Context: an optimization exercise on an open-source flow, tuned for small area, a short achievable clock period and few clock cycles per item. The choices shown serve that exercise and are no tape-out recipe. The RTL was checked by simulation tests, not by an equivalence proof against the original design. No activity file was given, so power comes from the tool's default toggle rates.

Setup of exp/harbor:
Design command_frame_receiver, start of the top module:
module command_frame_receiver #(
   parameter int MAX_PAYLOAD = 64
) (
   input  logic                       clock,
   input  logic                       reset,
   input  logic                       req_valid,
   output logic                       req_ready,
   input  logic [cfr_pkg::BYTE_W-1:0] req_rx_byte,
   output logic                       rsp_valid,
   input  logic                       rsp_ready,
   output logic [cfr_pkg::BYTE_W-1:0] rsp_frame_command,
   output logic [cfr_pkg::LEN_W-1:0]  rsp_frame_length,
   output logic [cfr_pkg::BYTE_W-1:0] rsp_payload_byte,
   output logic                       rsp_byte_valid,
   output logic                       rsp_last,
   output logic [cfr_pkg::SUM_W-1:0]  rsp_received_sum,
   output logic [cfr_pkg::SUM_W-1:0]  rsp_computed_sum,
   output logic                       rsp_sum_match,
   input  logic                       csr_we,
   input  logic [cfr_pkg::CSR_W-1:0]  csr_index,
   input  logic [cfr_pkg::BYTE_W-1:0] csr_wdata
);
For scale: about 2,400 cells after synthesis, roughly 33,000 sq um of cells after synthesis.
make LEC_CHECK=0 CAP_MARGIN=20 CORE_MARGIN=2 CORE_UTILIZATION=65 CTS_BUF_LIST=sky130_fd_sc_hd__clkbuf_16 CTS_CLUSTER_DIAMETER=60 CTS_CLUSTER_SIZE=30 PLACE_DENSITY=0.75 SETUP_SLACK_MARGIN=1.85 SLEW_MARGIN=20 finish   # period 4.0 ns
run.sh (not shown) runs the stock make flow with config.mk's settings and CLKGATE_MAP_FILE= SYNTH_SCRIPT=/design/flow/synth_recipe.tcl, a recipe that flattens the netlist after the stock synthesis.
exp/harbor reached the final stage; the timing, DRC and antenna checks on its layout passed.
Testbench counts of exp/harbor, summed over its fixed seeds: cycles 15,046, beats 10,307.
What exp/tundra does differently from exp/harbor at the input level:
- SETUP_SLACK_MARGIN: 1.85 -> 2.0
- ABC_CLOCK_PERIOD_IN_PS: unset -> 2000
- CORE_UTILIZATION: 65 -> 40
- PLACE_DENSITY: 0.75 -> unset
Results
- Every stage of the flow completed for exp/tundra, and the final layout passed the timing, DRC and antenna checks.
- exp/tundra has number of setup buffers added after CTS above what exp/harbor had.
- exp/tundra ended with more maximum frequency than exp/harbor.
- The highest-delay cell along the critical path comes out sky130_fd_sc_hd__or4_4 in one run and sky130_fd_sc_hd__mux2_2 in the other, namely in exp/harbor and exp/tundra respectively.
- Of the two candidates, exp/harbor has the worse post-route minimum period and exp/tundra the better one.
[inputs] exp/maple vs exp/tundra
- a deleted ABC_CLOCK_PERIOD_IN_PS that had been 2000
- a change of CORE_UTILIZATION from 40 to 65
- an added PLACE_DENSITY of 0.75
### Flow results
exp/maple finished every stage and its layout cleared the timing, DRC and antenna checks. Of the two values seen for slowest cell on the critical path, sky130_fd_sc_hd__mux2_2 was produced by exp/tundra and sky130_fd_sc_hd__edfxtp_1 by exp/maple. Going from exp/tundra to exp/maple, average via count per standard cell grows by 0.88. The run showing the greater non-clock buffer instance count of the final layout is exp/tundra. Of the two values seen for worst min-delay path class, register to register was produced by exp/maple and input pin to register by exp/tundra. Pin count of the biggest net entering global routing (exp/maple vs. exp/tundra) increases by a little under 10%. Diff exp/tundra -> exp/maple | row count | down by more than 10%. Compared with exp/tundra, in exp/maple routed wire length decreased by 6.3% relative to the old numbers; sequential portion of the cell area increased by 1.5 points relative to the old numbers; clock power share decreased by 3.3 points relative to the old numbers; final critical-path share of the clock period increased by 0.64 points relative to the old numbers; average routed wire per standard cell increased by about 6% relative to the old numbers.
Relative to exp/maple, the following input files were edited for exp/juniper:
- putting ABC_AREA at 1 where nothing was set
Comparing power per unit of standard cell area for exp/juniper and exp/maple, the smaller number came from exp/maple.
In the route summary, exp/juniper ends up with a via count exceeding that of exp/maple.
Slowest stage cell on the critical path = sky130_fd_sc_hd__edfxtp_1: exp/maple; slowest stage cell on the critical path = sky130_fd_sc_hd__nor2_1: exp/juniper
The run showing the greater clock skew is exp/maple.
The share of the core filled with cells in the final layout of exp/juniper exceeds that of exp/maple by 1.0 points.
exp/juniper vs exp/maple on power share of the clock group: exp/juniper is the higher one.

==> afterwards: timing with drivers on the ports <==
The flow's constraints put no driver on any port. The routed layouts listed below were extracted and timed again, unchanged, in two steps.
Step 1 sets driving cells, clkbuf_16 on the clock port and buf_2 on the other inputs (assumed; they add their load-dependent delay and slew).
Step 2 times the ports against the registers' clock, not the clock port: input delays grow and output delays shrink by t, the midpoint of the rising clock arrivals with the driver on.
Three values: ideal, step 1, step 2; two values: the first two.
run | shift t [ns] | setup WS [ns] | worst setup path at the end | latest minus earliest clock arrival (ns) | cell pins on the clock port's net
exp/harbor | 0.681 | 1.890 / 1.832 / 1.236 | input to register | 0.032 / 0.032 | 1
exp/tundra | 0.715 | 1.936 / 1.890 / 1.285 | input to register | 0.047 / 0.048 | 1
exp/maple | 0.674 | 1.911 / 1.901 / 1.296 | input to register | 0.045 / 0.045 | 1
exp/juniper | 0.681 | 1.649 / 1.649 / 1.369 | input to register | 0.029 / 0.029 | 1
After both steps setup and hold are still met in every run listed. For exp/harbor, which loses most, drivers alone change the setup slack by -0.058 ns; drivers and shift together by -0.654 ns.
